Source: an optimization exercise on an open RTL-to-GDS flow (aim: small area). Production flows keep margins and buffers that such runs may drop. Only simulation tests tie the RTL to the original design; equivalence was not proved.

==> build 6: inputs <==
## mac_nch_acc
module mac_nch_acc #(
    parameter int DW     = 18,
    parameter int CW     = 28,
    parameter int NCH    = 4,
    parameter int GUARD  = 2,
    parameter int OSHIFT = 24,
    parameter int OW     = 20
) (
    input  logic                         clk,
    input  logic                         rst,
    input  logic                         iv,
    input  logic [DW-1:0]                din,
    input  logic [CW-1:0]                cin,
    input  logic [((NCH <= 1) ? 1 : $clog2(NCH))-1:0]     ch,
    input  logic                         first,
    input  logic                         last,
    output logic [OW-1:0]                dout,
    output logic [((NCH <= 1) ? 1 : $clog2(NCH))-1:0]     och,
    output logic                         ov,
    output logic                         ovf
);
    localparam int AW = DW + CW + GUARD;    
    localparam int NR = DW / 2;             
    localparam int HW = AW - OSHIFT;        
    logic              v1, f1, l1;
    logic [1:0]        ch1;
    logic [NR-1:0]     one, two, m1;
    logic              m2t;              
    logic [CW-1:0]     c1;
    logic [NR-1:0]     rone, rtwo, rm1;
    logic              rm2t;
    always_comb begin
        logic cy, s0, s1;
        cy = 1'b0;
        for (int i = 0; i < NR - 1; i++) begin
            s0 = din[2*i] ^ cy;
            s1 = din[2*i+1] ^ (din[2*i] & cy);
            cy = din[2*i+1] & (din[2*i] | cy);
            rone[i] = ~s1 & s0;
            rtwo[i] = s1 & ~s0;
            rm1[i]  = s1 & s0;
        end
        rone[NR-1] = ~din[DW-1] & (din[DW-2] ^ cy);
  ...
==> flow/config.mk <==
export PLATFORM = sky130hd
export DESIGN_NAME = mac_nch_acc
export DESIGN_NICKNAME = mac_nch_acc
export VERILOG_FILES = /design/flow/design.v
export SDC_FILE = /design/flow/constraint.sdc
export NUM_CORES = 4
export LEC_CHECK = 0
export ABC_AREA = 1
export CAP_MARGIN = 20
export CORE_MARGIN = 2
export CORE_UTILIZATION = 70
export SLEW_MARGIN = 20
export SYNTH_HIERARCHICAL = 1
export SYNTH_MINIMUM_KEEP_SIZE = 0
==> flow/constraint.sdc <==
create_clock -name core_clock -period 7.5 [get_ports {clk}]
set_input_delay 1.5000 -clock core_clock [delete_from_list [all_inputs] [get_ports {clk}]]
set_output_delay 1.5000 -clock core_clock [all_outputs]
set_load 0.01 [all_outputs]
standard.sh (not shown) runs the stock make flow with config.mk's settings and CLKGATE_MAP_FILE= SYNTH_SCRIPT=/design/flow/synth_recipe.tcl, a recipe that flattens the netlist after the stock synthesis.
==> flow/flow/run.sh <==
#!/bin/bash
# Layout flow: the standard flow (standard.sh, with the standard synthesis
# unchanged) with
#  - plain buf_1 port buffers instead of the default delay-cell port buffers,
#  - clock tree synthesis without dummy loads, with clkbuf_4 buffers and
#    clusters of at most 10 sinks within 40 um.
# Each make run's full output goes to its own log file in this folder; ORFS's
# per-step logs are under orfs/logs/.
set -euo pipefail
bash standard.sh synth > flow_synth.log 2>&1
bash standard.sh \
    "BUFFER_PORTS_ARGS=-buffer_cell sky130_fd_sc_hd__buf_1" \
    "CTS_ARGS=-sink_clustering_enable -repair_clock_nets -dont_use_dummy_load -buf_list sky130_fd_sc_hd__clkbuf_4 -sink_clustering_size 10 -sink_clustering_max_diameter 40" \
    finish > flow_layout.log 2>&1
==> trial 66: changes against build 6 <==
--- a/flow/design.v
+++ b/flow/design.v
@@ -324,12 +324,13 @@
 );
     localparam int AW = DW + CW + GUARD;    
     localparam int NR = DW / 2;             
     localparam int HW = AW - OSHIFT;        
     logic              v1, f1, l1;
     logic [1:0]        ch1;
+    logic [3:0]        rd1;              
     logic [NR-1:0]     one, two, m1;
     logic              m2t;              
     logic [CW-1:0]     c1;
     logic [NR-1:0]     rone, rtwo, rm1;
     logic              rm2t;
     always_comb begin
@@ -350,33 +351,33 @@
     end
     always_ff @(posedge clk or posedge rst) begin
         if (rst) v1 <= 1'b0;
         else     v1 <= iv;
     end
     always_ff @(posedge clk) begin
+        rd1 <= rdsel;
         f1  <= first;
         l1  <= last;
         ch1 <= ch;
         one <= rone;
         two <= rtwo;
         m1  <= rm1;
         m2t <= rm2t;
         c1  <= cin;
     end
     logic [AW-1:0] acc0, acc1, acc2, acc3;
-    logic [3:0]    z;
-    logic [AW-1:0] accsel, arow, sum;
+    logic [3:0]    z, znext, rdsel;
+    logic [AW-1:0] arow, sum;
     always_comb begin
-        case (ch1)
-            2'd0:    accsel = acc0;
-            2'd1:    accsel = acc1;
-            2'd2:    accsel = acc2;
-            default: accsel = acc3;
-        endcase
+        znext = z;
+        if (v1) znext[ch1] = 1'b0;
+        for (int c = 0; c < 4; c++)
+            rdsel[c] = (ch == 2'(c)) & ~first & ~znext[c];
     end
-    assign arow = (f1 | z[ch1]) ? '1 : accsel;
+    assign arow = ~(({AW{rd1[0]}} & ~acc0) | ({AW{rd1[1]}} & ~acc1) |
+                    ({AW{rd1[2]}} & ~acc2) | ({AW{rd1[3]}} & ~acc3));
     logic [NR-1:0]    m2, ppt, neg;
     logic [NR*CW-1:0] pp;
     assign m2 = {m2t, {(NR-1){1'b0}}};
     always_comb begin
         for (int i = 0; i < NR; i++) begin
             for (int j = 0; j < CW; j++)
@@ -1224,13 +1225,13 @@
         if (v1 && ch1 == 2'd1) acc1 <= sum;
         if (v1 && ch1 == 2'd2) acc2 <= sum;
         if (v1 && ch1 == 2'd3) acc3 <= sum;
     end
     always_ff @(posedge clk or posedge rst) begin
         if (rst) z <= 4'hf;
-        else if (v1) z[ch1] <= 1'b0;
+        else     z <= znext;
     end
     logic          v2;
     logic [1:0]    ch2;
     logic [HW-1:0] h2;
     logic          b2, o2;
     always_ff @(posedge clk or posedge rst) begin
==> flow/config.mk (replaced) <==
export PLATFORM = sky130hd
export DESIGN_NAME = mac_nch_acc
export DESIGN_NICKNAME = mac_nch_acc
export VERILOG_FILES = /design/flow/design.v
export SDC_FILE = /design/flow/constraint.sdc
export NUM_CORES = 4
export LEC_CHECK = 0
export CAP_MARGIN = 5
export CORE_MARGIN = 2
export CORE_UTILIZATION = 60
export SLEW_MARGIN = 5
export SYNTH_HIERARCHICAL = 1
export SYNTH_MINIMUM_KEEP_SIZE = 0
==> trial 3: changes against build 6 <==
--- a/flow/design.v
+++ b/flow/design.v
@@ -37,12 +37,18 @@
     input  logic a, b,
     output logic s, co
 );
     assign s  = a ^ b;
     assign co = a & b;
 endmodule
+module mac_pps (
+    input  logic a1, a2, b1, b2, c1, c2,
+    output logic y
+);
+    assign y = ~((a1 & a2) | (b1 & b2) | (c1 & c2));
+endmodule
 module mac_cpa (input logic [47:0] a, b, output logic [47:0] s);
   logic [10:0] rc;
   assign rc[0] = 1'b0;
   mac_fa u_r0 (.a(a[0]), .b(b[0]), .c(rc[0]), .s(s[0]), .co(rc[1]));
   mac_fa u_r1 (.a(a[1]), .b(b[1]), .c(rc[1]), .s(s[1]), .co(rc[2]));
   mac_fa u_r2 (.a(a[2]), .b(b[2]), .c(rc[2]), .s(s[2]), .co(rc[3]));
@@ -324,12 +330,13 @@
 );
     localparam int AW = DW + CW + GUARD;    
     localparam int NR = DW / 2;             
     localparam int HW = AW - OSHIFT;        
     logic              v1, f1, l1;
     logic [1:0]        ch1;
+    logic [3:0]        rd1;              
     logic [NR-1:0]     one, two, m1;
     logic              m2t;              
     logic [CW-1:0]     c1;
     logic [NR-1:0]     rone, rtwo, rm1;
     logic              rm2t;
     always_comb begin
@@ -350,43 +357,55 @@
     end
     always_ff @(posedge clk or posedge rst) begin
         if (rst) v1 <= 1'b0;
         else     v1 <= iv;
     end
     always_ff @(posedge clk) begin
+        rd1 <= rdsel;
         f1  <= first;
         l1  <= last;
         ch1 <= ch;
         one <= rone;
         two <= rtwo;
         m1  <= rm1;
         m2t <= rm2t;
         c1  <= cin;
     end
     logic [AW-1:0] acc0, acc1, acc2, acc3;
-    logic [3:0]    z;
-    logic [AW-1:0] accsel, arow, sum;
+    logic [3:0]    z, znext, rdsel;
+    logic [AW-1:0] arow, sum;
     always_comb begin
-        case (ch1)
-            2'd0:    accsel = acc0;
-            2'd1:    accsel = acc1;
-            2'd2:    accsel = acc2;
-            default: accsel = acc3;
-        endcase
+        znext = z;
+        if (v1) znext[ch1] = 1'b0;
+        for (int c = 0; c < 4; c++)
+            rdsel[c] = (ch == 2'(c)) & ~first & ~znext[c];
     end
-    assign arow = (f1 | z[ch1]) ? '1 : accsel;
+    assign arow = ~(({AW{rd1[0]}} & ~acc0) | ({AW{rd1[1]}} & ~acc1) |
+                    ({AW{rd1[2]}} & ~acc2) | ({AW{rd1[3]}} & ~acc3));
     logic [NR-1:0]    m2, ppt, neg;
     logic [NR*CW-1:0] pp;
-    assign m2 = {m2t, {(NR-1){1'b0}}};
+    logic [CW-1:0]    c1n;
+    assign m2  = {m2t, {(NR-1){1'b0}}};
+    assign c1n = ~c1;
+    for (genvar i = 0; i < NR - 1; i++) begin : g_row
+        for (genvar j = 1; j < CW; j++) begin : g_bit
+            mac_pps u_pps (.a1(one[i]), .a2(c1[j]), .b1(two[i]), .b2(c1[j-1]),
+                           .c1(m1[i]), .c2(c1n[j]), .y(pp[i*CW+j]));
+        end
+    end
     always_comb begin
         for (int i = 0; i < NR; i++) begin
-            for (int j = 0; j < CW; j++)
-                pp[i*CW+j] = ~((one[i] & c1[j]) | (m1[i] & ~c1[j]) |
-                               (two[i] & ((j == 0) ? 1'b0 : c1[j-1])) |
-                               (m2[i] & ((j == 0) ? 1'b1 : ~c1[j-1])));
-            ppt[i] = ((one[i] | two[i]) & c1[CW-1]) | ((m1[i] | m2[i]) & ~c1[CW-1]);
+            if (i == NR - 1) begin
+                for (int j = 0; j < CW; j++)
+                    pp[i*CW+j] = ~((one[i] & c1[j]) | (m1[i] & c1n[j]) |
+                                   (two[i] & ((j == 0) ? 1'b0 : c1[j-1])) |
+                                   (m2[i] & ((j == 0) ? 1'b1 : c1n[j-1])));
+            end else begin
+                pp[i*CW] = ~((one[i] & c1[0]) | (m1[i] & c1n[0]));
+            end
+            ppt[i] = ((one[i] | two[i]) & c1[CW-1]) | ((m1[i] | m2[i]) & c1n[CW-1]);
             neg[i] = ~(m1[i] | m2[i]);
         end
     end
     logic [AW-1:0] ta, tb;
     logic s1;
     logic c2;
@@ -1224,13 +1243,13 @@
         if (v1 && ch1 == 2'd1) acc1 <= sum;
         if (v1 && ch1 == 2'd2) acc2 <= sum;
         if (v1 && ch1 == 2'd3) acc3 <= sum;
     end
     always_ff @(posedge clk or posedge rst) begin
         if (rst) z <= 4'hf;
-        else if (v1) z[ch1] <= 1'b0;
+        else     z <= znext;
     end
     logic          v2;
     logic [1:0]    ch2;
     logic [HW-1:0] h2;
     logic          b2, o2;
     always_ff @(posedge clk or posedge rst) begin
==> flow/config.mk (replaced) <==
export PLATFORM = sky130hd
export DESIGN_NAME = mac_nch_acc
export DESIGN_NICKNAME = mac_nch_acc
export VERILOG_FILES = /design/flow/design.v
export SDC_FILE = /design/flow/constraint.sdc
export NUM_CORES = 4
export LEC_CHECK = 0
export CAP_MARGIN = 20
export CORE_MARGIN = 2
export CORE_UTILIZATION = 60
export SLEW_MARGIN = 20
export SYNTH_HIERARCHICAL = 1
export SYNTH_MINIMUM_KEEP_SIZE = 0
==> notes.md <==
Build 6 completed with no timing, DRC or antenna violations. Trial 66 finished clean. Trial 3 finished with timing, DRC and antenna clean.
The highest die area belongs to trial 66, the lowest to build 6.
Of trial 66 and trial 3, trial 66 has the higher final cell count (gap 8.5%, measured against trial 3).
Global-route usage: build 6 > trial 3 > trial 66.
Clock skew: build 6 is lower than trial 3 (0.060 ns).
Critical path depth: build 6 > trial 66 > trial 3.

re-timing with driven ports:
How much do the figures lean on ideal ports? The routed layouts below were timed once more, with nothing changed but the port constraints.
Step 1 (the two cells are an assumption about what drives the block):
set clk [get_ports {clk}]
set_driving_cell -lib_cell sky130_fd_sc_hd__clkbuf_16 $clk
set_driving_cell -lib_cell sky130_fd_sc_hd__buf_2 [delete_from_list [all_inputs] $clk]
Step 2 adds t to the input delays and takes it off the output delays; t is the mean of the earliest and latest rising clock arrival at the registers after step 1. Input paths then give back, and output paths get back, about the clock's delay inside the block.
a / b / c = ideal / step 1 / step 2; a / b = the first two.
| run | shift t [ns] | setup WS [ns] | slew at the worst register clock pin (ns) | worst slew at a driven data input, ns | cell pins on the clock port's net |
|---|---|---|---|---|---|
| build 6 | 0.785 | 0.276 / 0.276 / 0.276 | 0.11 / 0.11 | 0.04 | 1 |
| trial 66 | 0.800 | 0.208 / 0.208 / 0.208 | 0.11 / 0.11 | 0.06 | 1 |
| trial 3 | 0.806 | 0.136 / 0.136 / 0.136 | 0.11 / 0.11 | 0.06 | 1 |
After both steps every run listed still meets setup and hold.
